Background: an optimization exercise with open tools, aiming at a short achievable clock period and few clock cycles. Do not read the settings as production practice.
Function was checked by simulation only, so behaviour that the tests miss may differ from the original.
Power and IR drop assume default switching activity.

==> design.v <==
`timescale 1ns/1ns
package isa_pkg;
    localparam int ilen = 32;
    localparam logic [6:0] op_lui    = 7'b0110111;
    localparam logic [6:0] op_jal    = 7'b1101111;
    localparam logic [6:0] op_branch = 7'b1100011;
    localparam logic [6:0] op_load   = 7'b0000011;
    localparam logic [6:0] op_store  = 7'b0100011;
    localparam logic [6:0] op_imm    = 7'b0010011;
    localparam logic [6:0] op_reg    = 7'b0110011;
    localparam logic [2:0] f3_add_sub = 3'b000;
    localparam logic [2:0] f3_sll     = 3'b001;
    localparam logic [2:0] f3_slt     = 3'b010;
    localparam logic [2:0] f3_xor     = 3'b100;
    localparam logic [2:0] f3_srl_sra = 3'b101;
    localparam logic [2:0] f3_or      = 3'b110;
    localparam logic [2:0] f3_and     = 3'b111;
    localparam logic [2:0] f3_beq = 3'b000;
    localparam logic [2:0] f3_bne = 3'b001;
    localparam logic [2:0] f3_blt = 3'b100;
    localparam logic [2:0] f3_bge = 3'b101;
    localparam logic [2:0] f3_word = 3'b010;  
endpackage
`timescale 1ns/1ns
package core_pkg;
    localparam int xlen       = 32;
    localparam int nregs      = 32;
    localparam int reg_addr_w = 5;
    localparam int alu_op_w   = 4;
    localparam logic [alu_op_w-1:0] alu_add    = 4'd0;
    localparam logic [alu_op_w-1:0] alu_sub    = 4'd1;
    localparam logic [alu_op_w-1:0] alu_slt    = 4'd2;
    localparam logic [alu_op_w-1:0] alu_xor    = 4'd3;
    localparam logic [alu_op_w-1:0] alu_or     = 4'd4;
    localparam logic [alu_op_w-1:0] alu_and    = 4'd5;
    localparam logic [alu_op_w-1:0] alu_sll    = 4'd6;
    localparam logic [alu_op_w-1:0] alu_srl    = 4'd7;
    localparam logic [alu_op_w-1:0] alu_sra    = 4'd8;
    localparam logic [alu_op_w-1:0] alu_pass_b = 4'd9;  
endpackage
`timescale 1ns/1ns
import core_pkg::*;
module dhaz (
    input  logic                  wb,         
    input  logic [reg_addr_w-1:0] wb_rd,
    input  logic [nregs-1:0]      busy,
    input  logic [reg_addr_w-1:0] rs1,
    input  logic [reg_addr_w-1:0] rs2,
    input  logic [reg_addr_w-1:0] rd,
    input  logic                  uses1,
    input  logic                  uses2,
    input  logic                  alu_wr,     
    input  logic                  live,
    input  logic                  s_valid,
    input  logic                  s_a_rdy,
    input  logic                  s_b_rdy,
    input  logic [reg_addr_w-1:0] s_a_reg,
    input  logic [reg_addr_w-1:0] s_b_reg,
    input  logic                  other,      
    output logic                  b1,
    output logic                  b2,
    output logic                  bd,
    output logic                  s_issue,
    output logic                  defer,
    output logic                  stall
);
    logic raw_ld;
    assign b1      = busy[rs1] && !(wb && wb_rd == rs1);
    assign b2      = busy[rs2] && !(wb && wb_rd == rs2);
    assign bd      = busy[rd]  && !(wb && wb_rd == rd);
    assign s_issue = s_valid && (s_a_rdy || (wb && wb_rd == s_a_reg)) &&
                                (s_b_rdy || (wb && wb_rd == s_b_reg));
    assign raw_ld  = (uses1 && b1) || (uses2 && b2);
    assign defer   = live && !s_valid && raw_ld && alu_wr && !bd;
    assign stall   = live && !defer && (s_issue || other || raw_ld);
endmodule
`timescale 1ns/1ns
`timescale 1ns/1ns
import core_pkg::*;
module regfile (
    input  logic                  clk_i,
    input  logic [reg_addr_w-1:0] rs1_addr_i,
    input  logic [reg_addr_w-1:0] rs2_addr_i,
    output logic [xlen-1:0]       rs1_data_o,
    output logic [xlen-1:0]       rs2_data_o,
    input  logic                  wa_en_i,
    input  logic [reg_addr_w-1:0] wa_addr_i,
    input  logic [xlen-1:0]       wa_data_i,
    input  logic                  wb_en_i,
    input  logic [reg_addr_w-1:0] wb_addr_i,
    input  logic [xlen-1:0]       wb_data_i
);
    logic [xlen-1:0] regs [1:nregs-1];
    always_ff @(posedge clk_i) begin
        for (int r = 1; r < nregs; r++) begin
            if (wa_en_i && wa_addr_i == reg_addr_w'(r)) begin
                regs[r] <= wa_data_i;
            end else if (wb_en_i && wb_addr_i == reg_addr_w'(r)) begin
                regs[r] <= wb_data_i;
            end
        end
    end
    assign rs1_data_o = (rs1_addr_i == '0) ? '0 : regs[rs1_addr_i];
    assign rs2_data_o = (rs2_addr_i == '0) ? '0 : regs[rs2_addr_i];
endmodule
`timescale 1ns/1ns
module add_ks (
    input  logic [31:0] a,
    input  logic [31:0] b,
    input  logic        cin,
    output logic [31:0] s
);
    logic [32*6-1:0] g, p;
    assign p[31:0] = a ^ b;
    assign g[31:0] = (a & b) | {31'b0, (a[0] ^ b[0]) & cin};
    for (genvar l = 0; l < 5; l++) begin : lvl
        for (genvar i = 0; i < 32; i++) begin : bitn
            if (i >= (1 << l)) begin : comb
                assign g[32*(l+1)+i] = g[32*l+i] | (p[32*l+i] & g[32*l+i-(1<<l)]);
                assign p[32*(l+1)+i] = p[32*l+i] & p[32*l+i-(1<<l)];
            end else begin : pass
                assign g[32*(l+1)+i] = g[32*l+i];
                assign p[32*(l+1)+i] = p[32*l+i];
            end
        end
    end
    assign s = a ^ b ^ {g[160+30:160], cin};
endmodule
module inc4 (
    input  logic [31:0] a,
    output logic [31:0] s
);
    logic [31:0] c;  
    assign c[2:0] = 3'b100;
    for (genvar i = 3; i < 32; i++) begin : carry
        assign c[i] = &a[i-1:2];
    end
    assign s = {a[31:2] ^ c[31:2], a[1:0]};
endmodule
module lt_s (
    input  logic [31:0] a,
    input  logic [31:0] b,
    output logic        lt
);
    logic [32*6-1:0] l, e;
    assign l[31:0] = {a[31] & ~b[31], ~a[30:0] & b[30:0]};
    assign e[31:0] = ~(a ^ b);
    for (genvar k = 0; k < 5; k++) begin : lvl
        for (genvar i = 0; i < 32; i++) begin : bitn
            if (i >= (1 << k)) begin : comb
                assign l[32*(k+1)+i] = l[32*k+i] | (e[32*k+i] & l[32*k+i-(1<<k)]);
                assign e[32*(k+1)+i] = e[32*k+i] & e[32*k+i-(1<<k)];
            end else begin : pass
                assign l[32*(k+1)+i] = l[32*k+i];
                assign e[32*(k+1)+i] = e[32*k+i];
            end
        end
    end
    assign lt = l[32*5+31];
endmodule
`timescale 1ns/1ns
import core_pkg::*;
module lsu #(
    parameter int depth = 4
) (
    input  logic                  clk_i,
    input  logic                  rst_i,
    input  logic                  enq_i,
    input  logic                  enq_we_i,
    input  logic [xlen-1:0]       enq_addr_i,
    input  logic [xlen-1:0]       enq_wdata_i,
    input  logic [reg_addr_w-1:0] enq_rd_i,
    input  logic                  kill_i,     
    input  logic [reg_addr_w-1:0] kill_rd_i,  
    output logic [2:0]            count_o,
    output logic                  wb_o,       
    output logic                  wb_pend_o,  
    output logic [reg_addr_w-1:0] wb_rd_o,
    output logic                  dmem_req_o,
    output logic                  dmem_we_o,
    output logic [xlen-1:0]       dmem_addr_o,
    output logic [xlen-1:0]       dmem_wdata_o,
    input  logic                  dmem_ack_i
);
    localparam int cw = 3;  
    logic                  q_we    [depth];
    logic [xlen-1:0]       q_addr  [depth];
    logic [xlen-1:0]       q_wdata [depth];
    logic [reg_addr_w-1:0] q_rd    [depth];
    logic [cw-1:0]         count;
    logic                  active;  
    logic                  nonempty;
    logic [cw-1:0]         count_n;
    logic                  deq;
    assign deq = active && dmem_ack_i;
    assign count_n = count + cw'(enq_i) - cw'(deq);
    logic [reg_addr_w-1:0] rd_k [depth];
    always_comb begin
        for (int i = 0; i < depth; i++) begin
            rd_k[i] = (kill_i && !q_we[i] && q_rd[i] == kill_rd_i) ? '0 : q_rd[i];
        end
    end
    always_ff @(posedge clk_i) begin
        if (rst_i) begin
            active   <= 1'b0;
            count    <= '0;
            nonempty <= 1'b0;
        end else begin
            active   <= active ? !dmem_ack_i : (nonempty && !dmem_ack_i);
            count    <= count_n;
            nonempty <= count_n != '0;
        end
    end
    always_ff @(posedge clk_i) begin
        for (int i = 0; i < depth; i++) begin
            if (deq) begin
                if (enq_i && cw'(i) == count - cw'(1)) begin
                    q_we[i] <= enq_we_i; q_addr[i] <= enq_addr_i;
                    q_wdata[i] <= enq_wdata_i; q_rd[i] <= enq_rd_i;
                end else if (i + 1 < depth) begin
                    q_we[i] <= q_we[i+1]; q_addr[i] <= q_addr[i+1];
                    q_wdata[i] <= q_wdata[i+1]; q_rd[i] <= rd_k[i+1];
                end
            end else if (enq_i && cw'(i) == count) begin
                q_we[i] <= enq_we_i; q_addr[i] <= enq_addr_i;
                q_wdata[i] <= enq_wdata_i; q_rd[i] <= enq_rd_i;
            end else begin
                q_rd[i] <= rd_k[i];
            end
        end
    end
    assign count_o      = count;
    assign wb_o         = deq && !q_we[0];
    assign wb_pend_o    = active && !q_we[0];
    assign wb_rd_o      = q_rd[0];
    assign dmem_req_o   = active || (nonempty && !dmem_ack_i);
    assign dmem_we_o    = q_we[0];
    assign dmem_addr_o  = q_addr[0];
    assign dmem_wdata_o = q_wdata[0];
endmodule
`timescale 1ns/1ns
import isa_pkg::*;
import core_pkg::*;
module core_top #(
    parameter logic [xlen-1:0] reset_vector = '0
) (
    input  logic            clk_i,
    input  logic            rst_i,
    output logic [xlen-1:0] imem_addr_o,
    input  logic [ilen-1:0] imem_rdata_i,
    output logic            dmem_req_o,
    output logic            dmem_we_o,
    output logic [xlen-1:0] dmem_addr_o,
    output logic [xlen-1:0] dmem_wdata_o,
    input  logic            dmem_ack_i,
    input  logic [xlen-1:0] dmem_rdata_i
);
    localparam int qdepth = 4;
    localparam int qcw    = 3;
    logic [xlen-1:0] fpc;        
    logic [xlen-1:0] r_pc;       
    logic            r_valid;
    logic            r_bt;       
    localparam int niq = 3;
    logic [ilen-1:0] iq_insn [niq];
    logic [xlen-1:0] iq_pc   [niq];
    logic [xlen-1:0] iq_tgt  [niq];  
    logic            iq_bt   [niq];
    logic [1:0]      iq_count;
    logic            skip;       
    logic [xlen-1:0] skip_pc;
    logic                  x_valid;
    logic [xlen-1:0]       x_a;
    logic [xlen-1:0]       x_b;
    logic [xlen-1:0]       x_sd;
    logic [2:0]            x_f3;      
    logic                  x_sub;
    logic                  x_sra;
    logic [reg_addr_w-1:0] x_rd;
    logic                  x_wr;      
    logic                  x_mem;
    logic                  x_st;
    logic                  x_br;
    logic [1:0]            x_bf;      
    logic                  x_pred;    
    logic                  x_skip_ok;
    logic                  x_off4;
    logic [xlen-1:0]       x_alt;     
    logic [xlen-1:0]       alu_res;
    logic                  x_cond;
    logic                  x_redirect;
    logic                  x_skip_now;
    logic [nregs-1:0]      busy;
    logic [nregs-1:1]      busy_q;
    logic [qcw-1:0]        q_count;
    logic                  wb_now;
    logic                  wb_pend;   
    logic [reg_addr_w-1:0] wb_rd;
    logic [ilen-1:0]       d_insn;
    logic [xlen-1:0]       d_pc;
    logic                  d_avail;
    logic                  d_live;
    logic                  d_stall;
    logic                  d_issue;
    logic                  d_redirect;
    assign d_insn  = iq_insn[0];
    assign d_pc    = iq_pc[0];
    assign d_avail = iq_count != 2'd0;
    logic d_bt;
    assign d_bt = iq_bt[0];
    localparam int nbt = 8;
    logic            bt_v  [nbt];
    logic [xlen-1:2] bt_pc [nbt];
    logic [xlen-1:2] bt_tg [nbt];
    logic [2:0]      bt_ptr;
    logic            bt_hit;
    logic [xlen-1:2] bt_target;
    always_comb begin
        bt_hit    = 1'b0;
        bt_target = '0;
        for (int i = 0; i < nbt; i++) begin
            if (bt_v[i] && bt_pc[i] == fpc[xlen-1:2]) begin  
                bt_hit    = 1'b1;
                bt_target = bt_target | bt_tg[i];
            end
        end
    end
    logic [6:0] opcode;
    logic [2:0] f3;
    logic [4:0] rd, rs1, rs2;
    assign opcode = d_insn[6:0];
    assign rd     = d_insn[11:7];
    assign f3     = d_insn[14:12];
    assign rs1    = d_insn[19:15];
    assign rs2    = d_insn[24:20];
    logic is_lui, is_jal, is_br, is_lw, is_sw, is_ai, is_ar;
    assign is_lui = (opcode == op_lui);
    assign is_jal = (opcode == op_jal);
    assign is_br  = (opcode == op_branch) && (f3 == f3_beq || f3 == f3_bne ||
                                              f3 == f3_blt || f3 == f3_bge);
    assign is_lw  = (opcode == op_load)  && (f3 == f3_word);
    assign is_sw  = (opcode == op_store) && (f3 == f3_word);
    assign is_ai  = (opcode == op_imm)   && (f3 != 3'b011);
    assign is_ar  = (opcode == op_reg)   && (f3 != 3'b011);
    logic uses1, uses2, writes;
    assign writes = (is_lui || is_jal || is_lw || is_ai || is_ar) && (rd != '0);
    assign uses1  = is_br || is_lw || is_sw || ((is_ai || is_ar) && writes);
    assign uses2  = is_br || is_sw || (is_ar && writes);
    logic [xlen-1:0] imm_i, imm_s, imm_b, imm_j, imm_u;
    assign imm_i = {{20{d_insn[31]}}, d_insn[31:20]};
    assign imm_s = {{20{d_insn[31]}}, d_insn[31:25], d_insn[11:7]};
    assign imm_b = {{20{d_insn[31]}}, d_insn[7], d_insn[30:25], d_insn[11:8], 1'b0};
    assign imm_j = {{12{d_insn[31]}}, d_insn[19:12], d_insn[20], d_insn[30:21], 1'b0};
    assign imm_u = {d_insn[31:12], 12'b0};
    logic [xlen-1:0] rf1, rf2, v1, v2;
    logic            xf1, xf2, lf1, lf2;
    assign xf1 = x_valid && x_wr && (x_rd == rs1);
    assign xf2 = x_valid && x_wr && (x_rd == rs2);
    assign lf1 = wb_now && (wb_rd == rs1) && (rs1 != '0);
    assign lf2 = wb_now && (wb_rd == rs2) && (rs2 != '0);
    assign v1  = xf1 ? alu_res : lf1 ? dmem_rdata_i : rf1;
    assign v2  = xf2 ? alu_res : lf2 ? dmem_rdata_i : rf2;
    logic b1, b2, bd, q_full;
    assign q_full = (q_count + qcw'(x_valid && x_mem)) >= qcw'(qdepth);
    logic waw, waw_x;
    assign waw   = d_issue && writes && bd;
    assign waw_x = waw && x_rd == rd;
    logic                  s_valid;
    logic [xlen-1:0]       s_a, s_b;
    logic                  s_a_rdy, s_b_rdy;
    logic [reg_addr_w-1:0] s_a_reg, s_b_reg, s_rd;
    logic [2:0]            s_f3;
    logic                  s_sub, s_sra;
    logic                  s_a_now, s_b_now, s_issue;
    assign s_a_now = wb_now && wb_rd == s_a_reg;
    assign s_b_now = wb_now && wb_rd == s_b_reg;
    logic raw_s, waw_s, q_stall, d_defer;
    assign raw_s   = s_valid && ((uses1 && rs1 == s_rd) || (uses2 && rs2 == s_rd));
    assign waw_s   = s_valid && writes && (rd == s_rd || (!s_a_rdy && rd == s_a_reg) ||
                                           (!s_b_rdy && rd == s_b_reg));
    assign q_stall = (is_lw || is_sw) && q_full;
    logic x_kill_d;
    assign x_kill_d = x_redirect || x_skip_now;
    assign d_live   = d_avail && !x_kill_d && !(skip && d_pc != skip_pc);
    logic [5:0] hz0, hz1, hz;
    dhaz u_hz0 (
        .wb(1'b0), .wb_rd(wb_rd), .busy(busy), .rs1(rs1), .rs2(rs2), .rd(rd),
        .uses1(uses1), .uses2(uses2), .alu_wr((is_ai || is_ar) && writes), .live(d_live),
        .s_valid(s_valid), .s_a_rdy(s_a_rdy), .s_b_rdy(s_b_rdy), .s_a_reg(s_a_reg),
        .s_b_reg(s_b_reg), .other(raw_s || waw_s || q_stall),
        .b1(hz0[0]), .b2(hz0[1]), .bd(hz0[2]), .s_issue(hz0[3]), .defer(hz0[4]), .stall(hz0[5])
    );
    dhaz u_hz1 (
        .wb(wb_pend), .wb_rd(wb_rd), .busy(busy), .rs1(rs1), .rs2(rs2), .rd(rd),
        .uses1(uses1), .uses2(uses2), .alu_wr((is_ai || is_ar) && writes), .live(d_live),
        .s_valid(s_valid), .s_a_rdy(s_a_rdy), .s_b_rdy(s_b_rdy), .s_a_reg(s_a_reg),
        .s_b_reg(s_b_reg), .other(raw_s || waw_s || q_stall),
        .b1(hz1[0]), .b2(hz1[1]), .bd(hz1[2]), .s_issue(hz1[3]), .defer(hz1[4]), .stall(hz1[5])
    );
    assign hz      = dmem_ack_i ? hz1 : hz0;
    assign b1      = hz[0];
    assign b2      = hz[1];
    assign bd      = hz[2];
    assign s_issue = hz[3];
    assign d_defer = hz[4];
    assign d_stall = hz[5];
    assign d_issue  = d_live && !d_stall && !d_defer;
    logic [xlen-1:0] d_target, d_pc4;
    logic            d_pred, jal_seq;
    assign d_target   = iq_tgt[0];
    inc4 u_pc4 (.a(d_pc), .s(d_pc4));
    assign d_pred     = is_br && d_insn[31];           
    assign jal_seq    = (imm_j == 32'd4);
    logic d_tkind, d_alloc, sq_fix;
    logic [xlen-1:0] d_rtgt, sq_tgt;
    assign d_tkind    = (is_jal && !jal_seq) || d_pred;
    assign d_alloc    = d_issue && d_tkind && !d_bt;
    assign d_redirect = (d_issue && d_tkind != d_bt) || (d_defer && d_bt);
    assign d_rtgt     = d_tkind ? d_target : d_pc4;
    assign sq_fix     = d_avail && !x_redirect && d_bt &&
                        (x_skip_now || (skip && d_pc != skip_pc));
    assign sq_tgt     = x_skip_now ? x_alt : skip_pc;
    logic skip_ok, off4;
    assign skip_ok = (imm_b == 32'd8) || (imm_b == 32'd12);
    assign off4    = (imm_b == 32'd4);
    logic [xlen-1:0] r_imm_b, r_imm_j, r_tgt_b, r_tgt_j, r_tgt;
    assign r_imm_b = {{20{imem_rdata_i[31]}}, imem_rdata_i[7], imem_rdata_i[30:25],
                      imem_rdata_i[11:8], 1'b0};
    assign r_imm_j = {{12{imem_rdata_i[31]}}, imem_rdata_i[19:12], imem_rdata_i[20],
                      imem_rdata_i[30:21], 1'b0};
    add_ks u_tgt_b (.a(r_pc), .b(r_imm_b), .cin(1'b0), .s(r_tgt_b));
    add_ks u_tgt_j (.a(r_pc), .b(r_imm_j), .cin(1'b0), .s(r_tgt_j));
    assign r_tgt = (imem_rdata_i[6:0] == op_jal) ? r_tgt_j : r_tgt_b;
    logic [xlen-1:0] fpc_inc;
    inc4 u_fpc_inc (.a(fpc), .s(fpc_inc));
    logic            p_v;    
    logic [xlen-1:2] p_tgt;
    logic fetch_ok, flush, pop, push;
    assign fetch_ok = (iq_count + 2'(r_valid)) < 2'(niq);
    assign flush    = x_redirect || sq_fix || d_redirect;
    assign pop      = d_avail && !d_stall;
    assign push     = r_valid && !flush;
    always_ff @(posedge clk_i) begin
        if (rst_i) begin
            fpc       <= reset_vector + 32'd4;  
            r_pc      <= reset_vector;
            r_valid   <= 1'b1;
            r_bt      <= 1'b0;
            p_v       <= 1'b0;
            iq_count  <= '0;
            skip      <= 1'b0;
        end else begin
            if (x_redirect)      fpc <= x_alt;
            else if (sq_fix)     fpc <= sq_tgt;
            else if (d_redirect) fpc <= d_rtgt;
            else if (fetch_ok)   fpc <= p_v ? {p_tgt, 2'b00} : fpc_inc;
            if (flush) begin
                p_v <= 1'b0;
            end else if (fetch_ok) begin
                p_v   <= !p_v && bt_hit;
                p_tgt <= bt_target;
            end
            r_pc    <= fpc;
            r_bt    <= p_v;
            r_valid <= fetch_ok && !flush;
            iq_count <= flush ? 2'd0 : iq_count + 2'(push) - 2'(pop);
            if (x_skip_now && !sq_fix) begin
                skip <= 1'b1;
            end else if (x_redirect || sq_fix || (d_avail && d_pc == skip_pc)) begin
                skip <= 1'b0;
            end
        end
        for (int i = 0; i < niq; i++) begin
            if (pop) begin
                if (push && 2'(i) == iq_count - 2'd1) begin
                    iq_insn[i] <= imem_rdata_i; iq_pc[i] <= r_pc; iq_bt[i] <= r_bt; iq_tgt[i] <= r_tgt;
                end else if (i + 1 < niq) begin
                    iq_insn[i] <= iq_insn[i+1]; iq_pc[i] <= iq_pc[i+1]; iq_bt[i] <= iq_bt[i+1]; iq_tgt[i] <= iq_tgt[i+1];
                end
            end else if (push && 2'(i) == iq_count) begin
                iq_insn[i] <= imem_rdata_i; iq_pc[i] <= r_pc; iq_bt[i] <= r_bt; iq_tgt[i] <= r_tgt;
            end
        end
        if (x_skip_now) skip_pc <= x_alt;
    end
    assign imem_addr_o = rst_i ? reset_vector : fpc;
    logic            al_v;
    logic [xlen-1:2] al_key, al_tg;
    always_ff @(posedge clk_i) begin
        al_v   <= !rst_i && d_alloc;
        al_key <= d_pc[xlen-1:2] - 30'd1;
        al_tg  <= d_target[xlen-1:2];
    end
    always_ff @(posedge clk_i) begin
        if (rst_i) begin
            bt_ptr <= '0;
            for (int i = 0; i < nbt; i++) bt_v[i] <= 1'b0;
        end else if (al_v) begin
            bt_ptr <= bt_ptr + 3'd1;
            for (int i = 0; i < nbt; i++) begin
                if (bt_ptr == 3'(i)) bt_v[i] <= 1'b1;
            end
        end
        for (int i = 0; i < nbt; i++) begin
            if (al_v && bt_ptr == 3'(i)) begin
                bt_pc[i] <= al_key;
                bt_tg[i] <= al_tg;
            end
        end
    end
    always_ff @(posedge clk_i) begin
        if (rst_i) begin
            s_valid <= 1'b0;
        end else if (d_defer) begin
            s_valid <= 1'b1;
        end else if (s_issue) begin
            s_valid <= 1'b0;
        end
        if (d_defer) begin
            s_a_rdy <= !b1;
            s_a     <= v1;
            s_a_reg <= rs1;
            s_b_rdy <= is_ai || !b2;
            s_b     <= is_ai ? imm_i : v2;
            s_b_reg <= rs2;
            s_rd    <= rd;
            s_f3    <= f3;
            s_sub   <= is_ar && d_insn[30] && f3 == 3'b000;
            s_sra   <= d_insn[30];
        end else begin
            if (!s_a_rdy && s_a_now) begin
                s_a_rdy <= 1'b1;
                s_a     <= dmem_rdata_i;
            end
            if (!s_b_rdy && s_b_now) begin
                s_b_rdy <= 1'b1;
                s_b     <= dmem_rdata_i;
            end
        end
    end
    always_ff @(posedge clk_i) begin
        x_valid <= !rst_i && (d_issue || s_issue);
        if (s_issue) begin
            x_a   <= s_a_rdy ? s_a : dmem_rdata_i;
            x_b   <= s_b_rdy ? s_b : dmem_rdata_i;
            x_f3  <= s_f3;
            x_sub <= s_sub;
            x_sra <= s_sra;
            x_rd  <= s_rd;
            x_wr  <= 1'b1;
            x_mem <= 1'b0;
            x_br  <= 1'b0;
        end else begin
        x_a     <= is_lui ? '0 : is_jal ? d_pc4 : v1;
        x_b     <= is_jal ? '0 : is_lui ? imm_u : is_sw ? imm_s : (is_ai || is_lw) ? imm_i : v2;
        x_sd    <= v2;
        x_f3    <= (is_ai || is_ar) ? f3 : 3'b000;
        x_sub   <= is_ar && d_insn[30] && f3 == 3'b000;
        x_sra   <= d_insn[30];
        x_rd    <= rd;
        x_wr    <= writes && !is_lw;
        x_mem   <= is_lw || is_sw;
        x_br    <= is_br;
        end
        x_st    <= is_sw;
        x_bf    <= {f3[2], f3[0]};
        x_pred  <= d_pred;
        x_skip_ok <= skip_ok;
        x_off4  <= off4;
        x_alt   <= d_pred ? d_pc4 : d_target;
    end
    always_ff @(posedge clk_i) begin
        for (int r = 1; r < nregs; r++) begin
            if (rst_i) begin
                busy_q[r] <= 1'b0;
            end else if (d_issue && writes && rd == reg_addr_w'(r)) begin
                busy_q[r] <= is_lw;  
            end else if (wb_now && wb_rd == reg_addr_w'(r)) begin
                busy_q[r] <= 1'b0;
            end
        end
    end
    assign busy = {busy_q, 1'b0};
    logic [xlen-1:0] sum, shl, shr;
    logic            lt;
    add_ks u_sum (.a(x_a), .b(x_sub ? ~x_b : x_b), .cin(x_sub), .s(sum));
    lt_s u_lt (.a(x_a), .b(x_b), .lt(lt));
    assign shl = x_a << x_b[4:0];
    logic [xlen:0] shr_w;
    assign shr_w = $unsigned($signed({x_sra && x_a[31], x_a}) >>> x_b[4:0]);
    assign shr   = shr_w[xlen-1:0];
    always_comb begin
        case (x_f3)
            3'b000:  alu_res = sum;
            3'b001:  alu_res = shl;
            3'b010:  alu_res = {31'b0, lt};
            3'b100:  alu_res = x_a ^ x_b;
            3'b101:  alu_res = shr;
            3'b110:  alu_res = x_a | x_b;
            3'b111:  alu_res = x_a & x_b;
            default: alu_res = sum;
        endcase
    end
    always_comb begin
        case (x_bf)
            2'b00:   x_cond = (x_a == x_b);
            2'b01:   x_cond = (x_a != x_b);
            2'b10:   x_cond = lt;
            default: x_cond = !lt;
        endcase
    end
    assign x_redirect = x_valid && x_br && (x_pred ? !x_cond : (x_cond && !x_skip_ok && !x_off4));
    assign x_skip_now = x_valid && x_br && !x_pred && x_cond && x_skip_ok;
    regfile u_regfile (
        .clk_i(clk_i), .rs1_addr_i(rs1), .rs2_addr_i(rs2),
        .rs1_data_o(rf1), .rs2_data_o(rf2),
        .wa_en_i(x_valid && x_wr), .wa_addr_i(x_rd), .wa_data_i(alu_res),
        .wb_en_i(wb_now && wb_rd != '0), .wb_addr_i(wb_rd), .wb_data_i(dmem_rdata_i)
    );
    lsu #(.depth(qdepth)) u_lsu (
        .clk_i(clk_i), .rst_i(rst_i),
        .enq_i(x_valid && x_mem), .enq_we_i(x_st), .enq_addr_i(sum),
        .enq_wdata_i(x_sd), .enq_rd_i(waw_x ? '0 : x_rd),
        .kill_i(waw), .kill_rd_i(rd),
        .count_o(q_count), .wb_o(wb_now), .wb_pend_o(wb_pend), .wb_rd_o(wb_rd),
        .dmem_req_o(dmem_req_o), .dmem_we_o(dmem_we_o),
        .dmem_addr_o(dmem_addr_o), .dmem_wdata_o(dmem_wdata_o),
        .dmem_ack_i(dmem_ack_i)
    );
endmodule
==> flow/run.sh <==
#!/bin/bash
# Layout: the standard ORFS flow (standard.sh) unchanged, except that the
# port buffers that global placement inserts are plain buffers
# (sky130_fd_sc_hd__buf_4) rather than the library's delay buffer, so the
# resizer can size them with the rest of the buffer footprint.
# The whole make output goes to standard_flow.log in this folder; ORFS keeps
# each step's own log under orfs/logs/.
set -euo pipefail
bash standard.sh "BUFFER_PORTS_ARGS=-buffer_cell sky130_fd_sc_hd__buf_4" finish > standard_flow.log 2>&1
==> standard.sh <==
#!/bin/bash
# synth_recipe.tcl (not shown) runs the flow's synth.tcl, then flattens the netlist and writes it again
# the make line also repeats each setting of config.mk as NAME=value (left out here)
make -C /OpenROAD-flow-scripts/flow DESIGN_CONFIG=/design/flow/config.mk WORK_HOME=/design/flow/orfs CLKGATE_MAP_FILE= SYNTH_SCRIPT=/design/flow/synth_recipe.tcl "${@:-finish}"
==> config.mk <==
export PLATFORM = sky130hd
export DESIGN_NAME = core_top
export DESIGN_NICKNAME = core_top
export VERILOG_FILES = /design/flow/design.v
export SDC_FILE = /design/flow/constraint.sdc
export NUM_CORES = 4
export LEC_CHECK = 0
export ABC_CLOCK_PERIOD_IN_PS = 1500
export CAP_MARGIN = 20
export CELL_PAD_IN_SITES_DETAIL_PLACEMENT = 2
export CELL_PAD_IN_SITES_GLOBAL_PLACEMENT = 2
export CORE_MARGIN = 2
export CORE_UTILIZATION = 30
export PLACE_DENSITY = 0.45
export SETUP_SLACK_MARGIN = 5.0
export SLEW_MARGIN = 20
export TNS_END_PERCENT = 25
==> constraint.sdc <==
create_clock -name core_clock -period 9.0 [get_ports {clk_i}]
set_input_delay 1.8000 -clock core_clock [delete_from_list [all_inputs] [get_ports {clk_i}]]
set_output_delay 1.8000 -clock core_clock [all_outputs]
set_load 0.01 [all_outputs]
==> results of run 1 <==
## report_power, final
group	internal, mW	switching, mW
clock network	7.38	5.63
logic	11.2	21.7
registers	15.0	2.44
## timing repair
action,in CTS,in global routing
setup buffers,248,48
gates resized for setup,821,239
pin swaps,152,57
endpoints found under the setup margin,2582,2118
cloned,89,12
## Yosys cell counts (39+ instances only)
master,n
nor3_1,129
o2111ai_1,45
mux2i_1,157
nor2_1,470
o21ai_0,1246
a221oi_1,69
o211ai_1,39
mux2_2,324
nor4_1,69
a21oi_1,282
a31oi_1,42
o221ai_1,46
edfxtp_1,2178
a22o_1,92
dfxtp_1,337
nand4_1,186
nand2_1,2041
xor2_1,173
a22oi_1,829
inv_1,170
ha_1,192
mux2_1,80
xnor2_1,356
buf_1,118
mux4_2,67
a221o_1,40
nand3_1,180
nor2b_1,68
o22ai_1,75
a222oi_1,55
clkbuf_1,868
## cell type report
| class | instances | area (sq um) | area share (%) |
|---|---|---|---|
| sequential | 2515 | 72300 | 46.3 |
| multi-input combinational | 7866 | 54200 | 34.7 |
| clock inverter | 140 | 1440 | 0.920 |
| antenna | 38 | 95.1 | 0.0609 |
| tap | 5640 | 7060 | 4.52 |
| timing repair buffer | 1000 | 11700 | 7.46 |
| inverter | 176 | 693 | 0.444 |
| clock buffer | 426 | 8740 | 5.60 |
## per-layer routing
layer	vias to the layer above	track usage, %
met4	34	18.2
li1	43900	-
met3	1666	6.86
met2	6641	58.0
met1	60500	50.1
met5	-	0
## placed cells by master, fill, tap and decap left out, drive strengths merged, types with 69 or more instances in the layout
| master | n |
|---|---|
| edfxtp | 2178 |
| mux2i | 157 |
| dfxtp | 337 |
| a22oi | 829 |
| ha | 192 |
| nor4 | 70 |
| xnor2 | 356 |
| nor3 | 131 |
| nand4 | 186 |
| nand2 | 2042 |
| nor2 | 471 |
| a221oi | 69 |
| a21oi | 284 |
| xor2 | 173 |
| o22ai | 75 |
| clkbuf | 438 |
| o21ai | 1257 |
| a22o | 92 |
| mux2 | 404 |
| buf | 965 |
| clkinv | 110 |
| nand3 | 182 |
| inv | 173 |
## kinds of logic (layout without fill, tap and decap cells)
logic type / after synthesis / in the layout / synth area share (%)
AND/OR/NAND/NOR: 3369 / 3370 / 11.5
AO/OA/AOI/OAI: 3142 / 3143 / 16.1
flip-flops: 2515 / 2515 / 57.0
XOR/XNOR: 529 / 529 / 3.66
other: 0 / 38 / 0
multiplexers: 628 / 628 / 6.03
buffers and inverters: 1205 / 1742 / 3.68
adder cells (fa/ha/maj): 196 / 196 / 1.96
## per-stage QoR
stage	power, mW	cells
2_1_floorplan	27.8	11600
3_3_place_gp	41.6	16800
3_5_place_dp	42.0	16800
4_1_cts	61.9	17700
5_1_grt	64.6	17800
6_report	63.3	17800
## worst reg2reg max path: stages (launching register included)
cell and delay, ns:
edfxtp_1 0.38, clkbuf_8 0.26, or3b_2 0.68, nor2_4 0.70
buf_12 0.44, a22oi_1 0.21, nand4_1 0.22, o32ai_1 0.12
o21ai_1 0.60, nand2_1 0.11, o21ai_0 0.15, nor2_1 0.07
o32ai_1 0.60
## how the worst max path moves through the flow
stage	cells after the start	endpoint	start	slack (ns)
floorplan	13	iq_bt[2]	x_a[12]	3.20
global placement	14	iq_tgt[0][30]	imem_rdata_i[27]	1.90
detailed placement	14	iq_tgt[0][30]	imem_rdata_i[27]	2.38
CTS	3	imem_addr_o[5]	rst_i	4.40
global route	17	iq_pc[0][22]	x_b[12]	4.30
finish	12	x_a[18]	iq_insn[0][16]	4.23
==> impl_metrics.py, run 1 <==
metrics = {
    "placement": {
        "hpwl_mm": 516,
        "pre_cts_slack_ns": 2.38,
        "gp_congestion": 0.904,
        "dpl_cell_area_sq_um": 136000,
        "port_buffers": 164,
    },
    "setup_path": {
        "timing.reg2reg.setup_slack_ns": 4.23,
        "worstPathMaxFanout": 24,
        "critPathTopFamily": "simple AND/OR/NAND/NOR gates",
        "crit_buf_inv": 2,
        "crit_arrival_ns": 5.53,
        "max_stage_delay_ns": 0.70,
        "cp-start-kind": "register",
        "cpMostUsedCell": "o32ai_1",
        "r2r_cells": 12,
        "crit_chain": "clkbuf_8 -> or3b_2 -> nor2_4 -> buf_12 -> a22oi_1 -> nand4_1 -> o32ai_1 -> o21ai_1 -> nand2_1 -> o21ai_0 -> nor2_1 -> o32ai_1",
        "worst-setup-path-type": "register to register",
        "critPathRequiredTime_ns": 9.76,
        "critPathCaptureType": "register",
        "reg2reg_from": "iq_insn[0][16]",
        "rr_endpoint": "x_a[18]",
        "worst_path_max_delay_cell": "nor2_4",
    },
    "sta": {
        "slew_viol_final": 0,
        "grt_setup_unrepaired": "yes",
        "final.min_clock_period_ns": 4.77,
        "period_share_pct": 53.0,
        "fin_setup_tns_ns": 0,
        "tightestPinTransition_ns": 1.25,
        "fin_skew_ns": 0.0781,
        "timing.final.ws_setup_ns": 4.23,
        "hold_viol": 0,
        "whs_ns": 0.476,
        "finalSetupViolations": 0,
        "slew-limit-headroom_pct": 16.7,
        "max_freq_mhz": 210,
    },
    "power_and_ir_drop": {
        "p_per_area_nw_per_um2": 406,
        "ir_worst_vdd_uv": 367,
        "p_leak_nw": 56.8,
    },
    "hold_path": {
        "whs_path_depth": 1,
        "holdCritStartpoint": "bt_v[1]",
        "min_path_type": "register to register",
        "hold_end": "bt_v[1]",
    },
    "status": {
        "status": "timing/DRC/antenna clean",
    },
    "global_route": {
        "antenna_found_initial": 101,
        "first_global_vias": 112000,
        "grt_usage_pct": 37.4,
        "grt_max_degree": 68,
        "grt_pass1_wl_mm": 1080,
        "grt_remaining_overflow": 0,
    },
    "clock_tree": {
        "clk_path_buf_depth": 4,
        "hold_buffers": 0,
        "htree_num_levels": 5,
        "cts_made_buffers": 313,
        "insertion_delay_ns": 1.01,
        "clkTransAtPathRegs_ns": 0.06,
        "cts.sinks": 2515,
        "cts_tree": "done",
        "cts_root_buf": "clkbuf_16",
    },
    "route": {
        "vias": 113000,
        "drt_iter0_markers": 16400,
        "wl_met1_mm": 341,
        "top_layer_used": "met5",
        "wl_mm": 824,
        "vias_per_cell": 6.33,
        "drtAntennaViolNets": 0,
        "drc": 0,
        "wl_met3_mm": 69.4,
        "drt_first_pass_iters": 7,
        "wl_per_cell_um": 46.3,
        "met2_length_mm": 364,
    },
    "finish": {
        "largestRegisters": "u_regfile.regs (992), bt_pc (240), bt_tg (240)",
        "final_util_pct": 37.2,
        "nNetsFinal": 12100,
        "final_cell_area_sq_um": 156000,
        "fillCellCount": 43300,
        "syn_to_final_growth_pct": 23.4,
        "largest_reg_flops": 992,
        "regMostFlops": "u_regfile.regs",
        "drive_above_1_share_pct": 21.3,
    },
    "yosys": {
        "ys_types": 102,
        "yosysTopAreaCellShare_pct": 51.7,
        "ys_seq_elements": 2515,
        "synthArstFlopShare_pct": 0,
        "yosysSeqAreaShare_pct": 57.0,
        "yosys_most_used_dff": "edfxtp_1",
        "ys_warn_count": 55,
        "syn_avg_cell_area_sq_um": 10.9,
        "synth-edff-count": 2178,
        "synth_cells": 11600,
        "yosys-top-cells-area": "edfxtp_1 52%, nand2_1 6.1%, dfxtp_1 5.3%",
        "syn_area_sq_um": 127000,
        "synth.largest_area_cell": "edfxtp_1",
        "syn-num-nets": 11800,
    },
    "die": {
        "initial_core_util_pct": 30.1,
        "die_h_um": 653,
        "die_w_um": 653,
        "dieArea_sq_um": 427000,
        "io_pins": 165,
        "coreArea_sq_um": 420000,
        "num_rows": 238,
    },
    "job": {
        "max_cap_violations": 0,
    },
}
Testbench counts, summed over its fixed seeds: cycles 175,723.
==> run 2: changes to the inputs <==
--- a/design.v
+++ b/design.v
@@ -45,4 +45,7 @@
     input  logic [reg_addr_w-1:0] wb_rd,
     input  logic [nregs-1:0]      busy,
+    input  logic [nregs-1:0]      oh1,        
+    input  logic [nregs-1:0]      oh2,
+    input  logic [nregs-1:0]      ohd,
     input  logic [reg_addr_w-1:0] rs1,
     input  logic [reg_addr_w-1:0] rs2,
@@ -66,7 +69,7 @@
 );
     logic raw_ld;
-    assign b1      = busy[rs1] && !(wb && wb_rd == rs1);
-    assign b2      = busy[rs2] && !(wb && wb_rd == rs2);
-    assign bd      = busy[rd]  && !(wb && wb_rd == rd);
+    assign b1      = |(busy & oh1) && !(wb && wb_rd == rs1);
+    assign b2      = |(busy & oh2) && !(wb && wb_rd == rs2);
+    assign bd      = |(busy & ohd) && !(wb && wb_rd == rd);
     assign s_issue = s_valid && (s_a_rdy || (wb && wb_rd == s_a_reg)) &&
                                 (s_b_rdy || (wb && wb_rd == s_b_reg));
@@ -80,6 +83,6 @@
 module regfile (
     input  logic                  clk_i,
-    input  logic [reg_addr_w-1:0] rs1_addr_i,
-    input  logic [reg_addr_w-1:0] rs2_addr_i,
+    input  logic [nregs-1:0]      rs1_oh_i,   
+    input  logic [nregs-1:0]      rs2_oh_i,
     output logic [xlen-1:0]       rs1_data_o,
     output logic [xlen-1:0]       rs2_data_o,
@@ -101,6 +104,12 @@
         end
     end
-    assign rs1_data_o = (rs1_addr_i == '0) ? '0 : regs[rs1_addr_i];
-    assign rs2_data_o = (rs2_addr_i == '0) ? '0 : regs[rs2_addr_i];
+    always_comb begin
+        rs1_data_o = '0;
+        rs2_data_o = '0;
+        for (int r = 1; r < nregs; r++) begin
+            rs1_data_o = rs1_data_o | ({xlen{rs1_oh_i[r]}} & regs[r]);
+            rs2_data_o = rs2_data_o | ({xlen{rs2_oh_i[r]}} & regs[r]);
+        end
+    end
 endmodule
 `timescale 1ns/1ns
@@ -265,6 +274,9 @@
     logic [ilen-1:0] iq_insn [niq];
     logic [xlen-1:0] iq_pc   [niq];
-    logic [xlen-1:0] iq_tgt  [niq];  
-    logic            iq_bt   [niq];
+    logic            iq_bt   [niq];   
+    logic            iq_pb   [niq];   
+    logic [nregs-1:0] iq_oh1 [niq];
+    logic [nregs-1:0] iq_oh2 [niq];
+    logic [nregs-1:0] iq_ohd [niq];
     logic [1:0]      iq_count;
     logic            skip;       
@@ -274,4 +286,7 @@
     logic [xlen-1:0]       x_b;
     logic [xlen-1:0]       x_sd;
+    logic                  x_fa, x_fb, x_fsd;  
+    logic [xlen-1:0]       r_res;              
+    logic [xlen-1:0]       xa, xb, xsd;
     logic [2:0]            x_f3;      
     logic                  x_sub;
@@ -309,9 +324,9 @@
     logic d_bt;
     assign d_bt = iq_bt[0];
-    localparam int nbt = 8;
+    localparam int nbt = 4;
     logic            bt_v  [nbt];
     logic [xlen-1:2] bt_pc [nbt];
     logic [xlen-1:2] bt_tg [nbt];
-    logic [2:0]      bt_ptr;
+    logic [1:0]      bt_ptr;
     logic            bt_hit;
     logic [xlen-1:2] bt_target;
@@ -334,4 +349,8 @@
     assign rs1    = d_insn[19:15];
     assign rs2    = d_insn[24:20];
+    logic [nregs-1:0] oh1, oh2, ohd;
+    assign oh1 = iq_oh1[0];
+    assign oh2 = iq_oh2[0];
+    assign ohd = iq_ohd[0];
     logic is_lui, is_jal, is_br, is_lw, is_sw, is_ai, is_ar;
     assign is_lui = (opcode == op_lui);
@@ -359,6 +378,17 @@
     assign lf1 = wb_now && (wb_rd == rs1) && (rs1 != '0);
     assign lf2 = wb_now && (wb_rd == rs2) && (rs2 != '0);
-    assign v1  = xf1 ? alu_res : lf1 ? dmem_rdata_i : rf1;
-    assign v2  = xf2 ? alu_res : lf2 ? dmem_rdata_i : rf2;
+    logic                  wbq_v;
+    logic [reg_addr_w-1:0] wbq_rd;
+    logic [xlen-1:0]       wbq_data;
+    logic                  wq1, wq2;
+    always_ff @(posedge clk_i) begin
+        wbq_v    <= wb_now && wb_rd != '0;
+        wbq_rd   <= wb_rd;
+        wbq_data <= dmem_rdata_i;
+    end
+    assign wq1 = wbq_v && wbq_rd == rs1;
+    assign wq2 = wbq_v && wbq_rd == rs2;
+    assign v1  = lf1 ? dmem_rdata_i : wq1 ? wbq_data : rf1;
+    assign v2  = lf2 ? dmem_rdata_i : wq2 ? wbq_data : rf2;
     logic b1, b2, bd, q_full;
     assign q_full = (q_count + qcw'(x_valid && x_mem)) >= qcw'(qdepth);
@@ -382,9 +412,12 @@
     logic x_kill_d;
     assign x_kill_d = x_redirect || x_skip_now;
-    assign d_live   = d_avail && !x_kill_d && !(skip && d_pc != skip_pc);
+    logic d_live0, stall0, defer0;
+    assign d_live0  = d_avail && !(skip && d_pc != skip_pc);
+    assign d_live   = d_live0 && !x_kill_d;
     logic [5:0] hz0, hz1, hz;
     dhaz u_hz0 (
-        .wb(1'b0), .wb_rd(wb_rd), .busy(busy), .rs1(rs1), .rs2(rs2), .rd(rd),
-        .uses1(uses1), .uses2(uses2), .alu_wr((is_ai || is_ar) && writes), .live(d_live),
+        .wb(1'b0), .wb_rd(wb_rd), .busy(busy), .oh1(oh1), .oh2(oh2), .ohd(ohd),
+        .rs1(rs1), .rs2(rs2), .rd(rd),
+        .uses1(uses1), .uses2(uses2), .alu_wr((is_ai || is_ar) && writes), .live(d_live0),
         .s_valid(s_valid), .s_a_rdy(s_a_rdy), .s_b_rdy(s_b_rdy), .s_a_reg(s_a_reg),
         .s_b_reg(s_b_reg), .other(raw_s || waw_s || q_stall),
@@ -392,6 +425,7 @@
     );
     dhaz u_hz1 (
-        .wb(wb_pend), .wb_rd(wb_rd), .busy(busy), .rs1(rs1), .rs2(rs2), .rd(rd),
-        .uses1(uses1), .uses2(uses2), .alu_wr((is_ai || is_ar) && writes), .live(d_live),
+        .wb(wb_pend), .wb_rd(wb_rd), .busy(busy), .oh1(oh1), .oh2(oh2), .ohd(ohd),
+        .rs1(rs1), .rs2(rs2), .rd(rd),
+        .uses1(uses1), .uses2(uses2), .alu_wr((is_ai || is_ar) && writes), .live(d_live0),
         .s_valid(s_valid), .s_a_rdy(s_a_rdy), .s_b_rdy(s_b_rdy), .s_a_reg(s_a_reg),
         .s_b_reg(s_b_reg), .other(raw_s || waw_s || q_stall),
@@ -403,10 +437,15 @@
     assign bd      = hz[2];
     assign s_issue = hz[3];
-    assign d_defer = hz[4];
-    assign d_stall = hz[5];
-    assign d_issue  = d_live && !d_stall && !d_defer;
+    assign defer0  = hz[4];
+    assign stall0  = hz[5];
+    assign d_defer = defer0 && !x_kill_d;
+    assign d_stall = stall0 && !x_kill_d;
+    assign d_issue = d_live && !stall0 && !defer0;
     logic [xlen-1:0] d_target, d_pc4;
     logic            d_pred, jal_seq;
-    assign d_target   = iq_tgt[0];
+    logic [xlen-1:0] d_tgt_b, d_tgt_j;
+    add_ks u_tgt_b (.a(d_pc), .b(imm_b), .cin(1'b0), .s(d_tgt_b));
+    add_ks u_tgt_j (.a(d_pc), .b(imm_j), .cin(1'b0), .s(d_tgt_j));
+    assign d_target   = is_jal ? d_tgt_j : d_tgt_b;
     inc4 u_pc4 (.a(d_pc), .s(d_pc4));
     assign d_pred     = is_br && d_insn[31];           
@@ -415,5 +454,5 @@
     logic [xlen-1:0] d_rtgt, sq_tgt;
     assign d_tkind    = (is_jal && !jal_seq) || d_pred;
-    assign d_alloc    = d_issue && d_tkind && !d_bt;
+    assign d_alloc    = d_issue && d_tkind && !iq_pb[0];
     assign d_redirect = (d_issue && d_tkind != d_bt) || (d_defer && d_bt);
     assign d_rtgt     = d_tkind ? d_target : d_pc4;
@@ -424,12 +463,12 @@
     assign skip_ok = (imm_b == 32'd8) || (imm_b == 32'd12);
     assign off4    = (imm_b == 32'd4);
-    logic [xlen-1:0] r_imm_b, r_imm_j, r_tgt_b, r_tgt_j, r_tgt;
-    assign r_imm_b = {{20{imem_rdata_i[31]}}, imem_rdata_i[7], imem_rdata_i[30:25],
-                      imem_rdata_i[11:8], 1'b0};
-    assign r_imm_j = {{12{imem_rdata_i[31]}}, imem_rdata_i[19:12], imem_rdata_i[20],
-                      imem_rdata_i[30:21], 1'b0};
-    add_ks u_tgt_b (.a(r_pc), .b(r_imm_b), .cin(1'b0), .s(r_tgt_b));
-    add_ks u_tgt_j (.a(r_pc), .b(r_imm_j), .cin(1'b0), .s(r_tgt_j));
-    assign r_tgt = (imem_rdata_i[6:0] == op_jal) ? r_tgt_j : r_tgt_b;
+    logic [nregs-1:0] r_oh1, r_oh2, r_ohd;
+    always_comb begin
+        for (int r = 0; r < nregs; r++) begin
+            r_oh1[r] = r != 0 && imem_rdata_i[19:15] == reg_addr_w'(r);
+            r_oh2[r] = r != 0 && imem_rdata_i[24:20] == reg_addr_w'(r);
+            r_ohd[r] = r != 0 && imem_rdata_i[11:7]  == reg_addr_w'(r);
+        end
+    end
     logic [xlen-1:0] fpc_inc;
     inc4 u_fpc_inc (.a(fpc), .s(fpc_inc));
@@ -439,5 +478,5 @@
     assign fetch_ok = (iq_count + 2'(r_valid)) < 2'(niq);
     assign flush    = x_redirect || sq_fix || d_redirect;
-    assign pop      = d_avail && !d_stall;
+    assign pop      = d_avail && !stall0;
     assign push     = r_valid && !flush;
     always_ff @(posedge clk_i) begin
@@ -473,11 +512,17 @@
         for (int i = 0; i < niq; i++) begin
             if (pop) begin
-                if (push && 2'(i) == iq_count - 2'd1) begin
-                    iq_insn[i] <= imem_rdata_i; iq_pc[i] <= r_pc; iq_bt[i] <= r_bt; iq_tgt[i] <= r_tgt;
+                if (r_valid && 2'(i) == iq_count - 2'd1) begin
+                    iq_insn[i] <= imem_rdata_i; iq_pc[i] <= r_pc;
+                    iq_bt[i] <= r_bt; iq_pb[i] <= r_bt;
+                    iq_oh1[i] <= r_oh1; iq_oh2[i] <= r_oh2; iq_ohd[i] <= r_ohd;
                 end else if (i + 1 < niq) begin
-                    iq_insn[i] <= iq_insn[i+1]; iq_pc[i] <= iq_pc[i+1]; iq_bt[i] <= iq_bt[i+1]; iq_tgt[i] <= iq_tgt[i+1];
+                    iq_insn[i] <= iq_insn[i+1]; iq_pc[i] <= iq_pc[i+1]; iq_bt[i] <= iq_bt[i+1];
+                    iq_pb[i] <= iq_pb[i+1];
+                    iq_oh1[i] <= iq_oh1[i+1]; iq_oh2[i] <= iq_oh2[i+1]; iq_ohd[i] <= iq_ohd[i+1];
                 end
-            end else if (push && 2'(i) == iq_count) begin
-                iq_insn[i] <= imem_rdata_i; iq_pc[i] <= r_pc; iq_bt[i] <= r_bt; iq_tgt[i] <= r_tgt;
+            end else if (r_valid && 2'(i) == iq_count) begin
+                iq_insn[i] <= imem_rdata_i; iq_pc[i] <= r_pc;
+                    iq_bt[i] <= r_bt; iq_pb[i] <= r_bt;
+                    iq_oh1[i] <= r_oh1; iq_oh2[i] <= r_oh2; iq_ohd[i] <= r_ohd;
             end
         end
@@ -497,11 +542,11 @@
             for (int i = 0; i < nbt; i++) bt_v[i] <= 1'b0;
         end else if (al_v) begin
-            bt_ptr <= bt_ptr + 3'd1;
+            bt_ptr <= bt_ptr + 2'd1;
             for (int i = 0; i < nbt; i++) begin
-                if (bt_ptr == 3'(i)) bt_v[i] <= 1'b1;
+                if (bt_ptr == 2'(i)) bt_v[i] <= 1'b1;
             end
         end
         for (int i = 0; i < nbt; i++) begin
-            if (al_v && bt_ptr == 3'(i)) begin
+            if (al_v && bt_ptr == 2'(i)) begin
                 bt_pc[i] <= al_key;
                 bt_tg[i] <= al_tg;
@@ -517,10 +562,10 @@
             s_valid <= 1'b0;
         end
-        if (d_defer) begin
+        if (defer0) begin   
             s_a_rdy <= !b1;
-            s_a     <= v1;
+            s_a     <= xf1 ? alu_res : v1;
             s_a_reg <= rs1;
             s_b_rdy <= is_ai || !b2;
-            s_b     <= is_ai ? imm_i : v2;
+            s_b     <= is_ai ? imm_i : xf2 ? alu_res : v2;
             s_b_reg <= rs2;
             s_rd    <= rd;
@@ -541,4 +586,8 @@
     always_ff @(posedge clk_i) begin
         x_valid <= !rst_i && (d_issue || s_issue);
+        r_res   <= alu_res;
+        x_fa    <= !s_issue && xf1 && !is_lui && !is_jal;
+        x_fb    <= !s_issue && xf2 && !(is_jal || is_lui || is_sw || is_ai || is_lw);
+        x_fsd   <= !s_issue && xf2;
         if (s_issue) begin
             x_a   <= s_a_rdy ? s_a : dmem_rdata_i;
@@ -582,11 +631,14 @@
     end
     assign busy = {busy_q, 1'b0};
+    assign xa  = x_fa  ? r_res : x_a;
+    assign xb  = x_fb  ? r_res : x_b;
+    assign xsd = x_fsd ? r_res : x_sd;
     logic [xlen-1:0] sum, shl, shr;
     logic            lt;
-    add_ks u_sum (.a(x_a), .b(x_sub ? ~x_b : x_b), .cin(x_sub), .s(sum));
-    lt_s u_lt (.a(x_a), .b(x_b), .lt(lt));
-    assign shl = x_a << x_b[4:0];
+    add_ks u_sum (.a(xa), .b(x_sub ? ~xb : xb), .cin(x_sub), .s(sum));
+    lt_s u_lt (.a(xa), .b(xb), .lt(lt));
+    assign shl = xa << xb[4:0];
     logic [xlen:0] shr_w;
-    assign shr_w = $unsigned($signed({x_sra && x_a[31], x_a}) >>> x_b[4:0]);
+    assign shr_w = $unsigned($signed({x_sra && xa[31], xa}) >>> xb[4:0]);
     assign shr   = shr_w[xlen-1:0];
     always_comb begin
@@ -595,17 +647,30 @@
             3'b001:  alu_res = shl;
             3'b010:  alu_res = {31'b0, lt};
-            3'b100:  alu_res = x_a ^ x_b;
+            3'b100:  alu_res = xa ^ xb;
             3'b101:  alu_res = shr;
-            3'b110:  alu_res = x_a | x_b;
-            3'b111:  alu_res = x_a & x_b;
+            3'b110:  alu_res = xa | xb;
+            3'b111:  alu_res = xa & xb;
             default: alu_res = sum;
         endcase
     end
+    logic eq00, eq10, eq01, lt00, lt10, lt01, b_eq, b_lt;
+    assign eq00 = x_a == x_b;
+    assign eq10 = r_res == x_b;
+    assign eq01 = x_a == r_res;
+    lt_s u_lt00 (.a(x_a),   .b(x_b),   .lt(lt00));
+    lt_s u_lt10 (.a(r_res), .b(x_b),   .lt(lt10));
+    lt_s u_lt01 (.a(x_a),   .b(r_res), .lt(lt01));
     always_comb begin
+        case ({x_fa, x_fb})
+            2'b00:   begin b_eq = eq00; b_lt = lt00; end
+            2'b10:   begin b_eq = eq10; b_lt = lt10; end
+            2'b01:   begin b_eq = eq01; b_lt = lt01; end
+            default: begin b_eq = 1'b1; b_lt = 1'b0; end
+        endcase
         case (x_bf)
-            2'b00:   x_cond = (x_a == x_b);
-            2'b01:   x_cond = (x_a != x_b);
-            2'b10:   x_cond = lt;
-            default: x_cond = !lt;
+            2'b00:   x_cond = b_eq;
+            2'b01:   x_cond = !b_eq;
+            2'b10:   x_cond = b_lt;
+            default: x_cond = !b_lt;
         endcase
     end
@@ -613,13 +678,13 @@
     assign x_skip_now = x_valid && x_br && !x_pred && x_cond && x_skip_ok;
     regfile u_regfile (
-        .clk_i(clk_i), .rs1_addr_i(rs1), .rs2_addr_i(rs2),
+        .clk_i(clk_i), .rs1_oh_i(oh1), .rs2_oh_i(oh2),
         .rs1_data_o(rf1), .rs2_data_o(rf2),
         .wa_en_i(x_valid && x_wr), .wa_addr_i(x_rd), .wa_data_i(alu_res),
-        .wb_en_i(wb_now && wb_rd != '0), .wb_addr_i(wb_rd), .wb_data_i(dmem_rdata_i)
+        .wb_en_i(wbq_v), .wb_addr_i(wbq_rd), .wb_data_i(wbq_data)
     );
     lsu #(.depth(qdepth)) u_lsu (
         .clk_i(clk_i), .rst_i(rst_i),
         .enq_i(x_valid && x_mem), .enq_we_i(x_st), .enq_addr_i(sum),
-        .enq_wdata_i(x_sd), .enq_rd_i(waw_x ? '0 : x_rd),
+        .enq_wdata_i(xsd), .enq_rd_i(waw_x ? '0 : x_rd),
         .kill_i(waw), .kill_rd_i(rd),
         .count_o(q_count), .wb_o(wb_now), .wb_pend_o(wb_pend), .wb_rd_o(wb_rd),
--- a/config.mk
+++ b/config.mk
@@ -8,6 +8,4 @@
 export ABC_CLOCK_PERIOD_IN_PS = 1500
 export CAP_MARGIN = 20
-export CELL_PAD_IN_SITES_DETAIL_PLACEMENT = 2
-export CELL_PAD_IN_SITES_GLOBAL_PLACEMENT = 2
 export CORE_MARGIN = 2
 export CORE_UTILIZATION = 30
==> run 2 against run 1 <==
Synthesized cell count grew 1.2%. Count of clock-buffer cells in the layout down 44. Sequential power down 6%. Combinational power is 6% lower. Total power decreased by 5.6%. Global-route usage is 7.0 points lower. Highest routed layer unchanged. Setup slack improved by 0.26 ns. Still clean. Clock skew up 0.051 ns. Area after synthesis up 2.8%.
==> impl_metrics.py, run 2 <==
metrics = {
    "status": {
        "status": "timing/DRC/antenna clean",
    },
    "route": {
        "drt_iter0_markers": 19100,
        "top_layer_used": "met5",
        "vias_per_cell": 6.33,
        "drtAntennaViolNets": 0,
        "wl_per_cell_um": 39.3,
        "drt_first_pass_iters": 11,
        "vias": 114000,
        "drc": 0,
        "wl_met3_mm": 87.9,
        "met2_length_mm": 295,
        "wl_met1_mm": 265,
        "wl_mm": 707,
    },
    "die": {
        "coreArea_sq_um": 432000,
        "die_h_um": 663,
        "io_pins": 165,
        "dieArea_sq_um": 439000,
        "initial_core_util_pct": 30.2,
        "num_rows": 241,
        "die_w_um": 663,
    },
    "placement": {
        "port_buffers": 164,
        "hpwl_mm": 422,
        "gp_congestion": 0.986,
    },
    "setup_path": {
        "crit_buf_inv": 2,
        "critPathRequiredTime_ns": 9.73,
        "critPathTopFamily": "compound AO/OA/AOI/OAI gates",
        "max_stage_delay_ns": 1.05,
        "worst-setup-path-type": "register to register",
        "critPathCaptureType": "register",
        "cpMostUsedCell": "buf_4",
        "worstPathMaxFanout": 17,
        "crit_arrival_ns": 5.24,
        "worst_path_max_delay_cell": "a211oi_1",
        "cp-start-kind": "register",
        "crit_chain": "buf_4 -> buf_4 -> a22o_1 -> a221oi_1 -> nand3_1 -> nor3_1 -> a211oi_1 -> a21oi_1 -> nand2_1 -> o21ai_0 -> o22ai_1",
    },
    "sta": {
        "slew-limit-headroom_pct": 12.1,
        "period_share_pct": 50.1,
        "hold_viol": 0,
        "finalSetupViolations": 0,
        "fin_setup_tns_ns": 0,
        "final.min_clock_period_ns": 4.51,
        "slew_viol_final": 0,
        "fin_skew_ns": 0.129,
        "tightestPinTransition_ns": 1.32,
        "max_freq_mhz": 222,
        "grt_setup_unrepaired": "yes",
    },
    "power_and_ir_drop": {
        "p_leak_nw": 56.8,
        "ir_worst_vdd_uv": 377,
        "p_per_area_nw_per_um2": 378,
        "totalPowerFinal_mw": 59.8,
    },
    "finish": {
        "final_common_cell": "edfxtp_1",
        "largest_reg_flops": 992,
        "largestRegisters": "u_regfile.regs (992), u_lsu.q_addr (128), u_lsu.q_wdata (128)",
        "regMostFlops": "u_regfile.regs",
        "drive_above_1_share_pct": 23.6,
        "nNetsFinal": 12300,
        "syn_to_final_growth_pct": 21.5,
        "layout_common_cells": "2124 x edfxtp_1, 1330 x nand2_1, 737 x o21ai_0, 735 x buf_4, 724 x mux2_2",
    },
    "clock_tree": {
        "insertion_delay_ns": 1.01,
        "hold_buffers": 0,
        "cts_tree": "done",
        "cts_root_buf": "clkbuf_16",
        "cts.sinks": 2529,
        "htree_num_levels": 5,
        "clk_path_buf_depth": 4,
        "cts_made_buffers": 299,
        "clkTransAtPathRegs_ns": 0.06,
    },
    "yosys": {
        "synthArstFlopShare_pct": 0,
        "yosysSeqAreaShare_pct": 55.2,
        "ys_top_cells_by_count": "2124 x edfxtp_1, 1370 x nand2_1, 948 x o21ai_0",
        "synth-edff-count": 2124,
        "syn_avg_cell_area_sq_um": 11.1,
        "syn-num-nets": 12100,
        "ys_types": 92,
        "yosys_most_used_dff": "edfxtp_1",
        "synth_cells": 11700,
        "synth.largest_area_cell": "edfxtp_1",
        "ys_seq_elements": 2529,
        "yosys-top-cells-area": "edfxtp_1 49%, mux2_2 6.4%, dfxtp_1 6.2%",
        "yosysTopAreaCellShare_pct": 49.0,
        "syn_area_sq_um": 130000,
        "ys_warn_count": 29,
        "yosysMostFrequentCell": "edfxtp_1",
    },
    "global_route": {
        "grt_remaining_overflow": 0,
        "grt_max_degree": 159,
        "first_global_vias": 105000,
        "antenna_found_initial": 70,
        "grt_pass1_wl_mm": 930,
        "grt_usage_pct": 30.4,
    },
    "hold_path": {
        "min_path_type": "register to register",
    },
    "job": {
        "max_cap_violations": 0,
    },
}
## run 2: cell families after synthesis
logic type	count (synthesis)	synth area share, %
multiplexers	1003	8.43
AO/OA/AOI/OAI	3244	16.7
adder cells (fa/ha/maj)	288	2.79
AND/OR/NAND/NOR	2871	9.84
XOR/XNOR	448	3.02
buffers and inverters	1335	3.92
flip-flops	2529	55.2
## run 2: stage by stage
| stage | instance area [sq um] | util (%) | hold WS [ns] | std cells | setup slack [ns] |
|---|---|---|---|---|---|
| floorplan | 130000 | - | 0.346 | 11700 | 3.55 |
| global placement | 139000 | 32.2 | 0.431 | 17000 | 2.47 |
| detailed placement | 139000 | 32.2 | 0.439 | 17000 | 2.68 |
| CTS | 155000 | 35.9 | 0.437 | 17800 | 4.66 |
| global route | 158000 | 36.6 | 0.462 | 18000 | 4.45 |
| finish | 158000 | 36.6 | 0.431 | 18000 | 4.49 |
## run 2: cell type report
class                           instances  area [sq um]
Inverter                              303          1210
Clock inverter                        163          1570
Sequential cell                      2529         72000
Fill cell                           41900        273000
Antenna cell                           57           143
Multi-Input combinational cell       7861         57400
Clock buffer                          382          8140
Tap cell                             5710          7140
Timing Repair Buffer                  995         10500
## run 2: where the power goes
group          switching, mW  total, mW  internal (mW)  leakage [nW]
clock                   5.36       12.4           7.06          4.69
combinational           20.1       30.9           10.8          29.2
sequential              1.55       16.5           15.0          23.0
## run 2: timing repair
action                      CTS  global route
gates cloned                 47            28
setup buffers               232           131
pin swaps                   198            97
gates resized for setup     777           366
setup endpoints to repair  2631          2098
## run 2: final timing paths
path,slack (ns),from,cells past startpoint,to
max,4.49,iq_oh2[0][29],11,x_b[10]
min,0.43,r_pc[4],0,iq_pc[2][4]
max reg2reg,4.49,iq_oh2[0][29],11,x_b[10]
min reg2reg,0.43,r_pc[4],0,iq_pc[2][4]
## run 2: routing by layer
metal  vias to the layer above  track usage, %
met1                     56300            38.0
met4                        28            19.9
met5                         -           0.662
met2                      9577            44.5
li1                      45100               -
met3                      2871            10.3
## run 2: worst reg2reg max path, stage by stage (launching register included)
cell      delay, ns
edfxtp_1       0.53
buf_4          0.68
buf_4          0.64
a22o_1         0.23
a221oi_1       0.06
nand3_1        0.13
nor3_1         0.06
a211oi_1       1.05
a21oi_1        0.26
nand2_1        0.12
o21ai_0        0.08
o22ai_1        0.47
Testbench counts of run 2, summed over its fixed seeds: cycles 175,791.

-- afterwards: timing with drivers on the ports --
The flow's constraints put no driver on any port. The routed layouts listed below were extracted and timed again, unchanged, in two steps. Step 1, drivers: a clkbuf_16 drives clk_i and a buf_2 each remaining input, both assumed. Step 2 times the ports against the registers' clock, not the clock port: input delays grow and output delays shrink by t, the midpoint of the rising clock arrivals with the driver on. a / b / c = no drivers / after step 1 / after step 2; a / b = the first two.
run | shift t [ns] | setup slack, ns | worst setup path after step 2 | latest minus earliest clock arrival (ns) | worst register clock-pin slew, ns
run 1 | 1.089 | 4.229 / 4.229 / 3.374 | input to register | 0.082 / 0.081 | 0.08 / 0.08
run 2 | 1.063 | 4.493 / 4.493 / 3.777 | input to register | 0.136 / 0.136 | 0.07 / 0.07
After both steps every run listed still meets setup and hold. The setup slack of run 1, which loses most, moves by 0.000 ns with the drivers and by -0.855 ns with both steps.
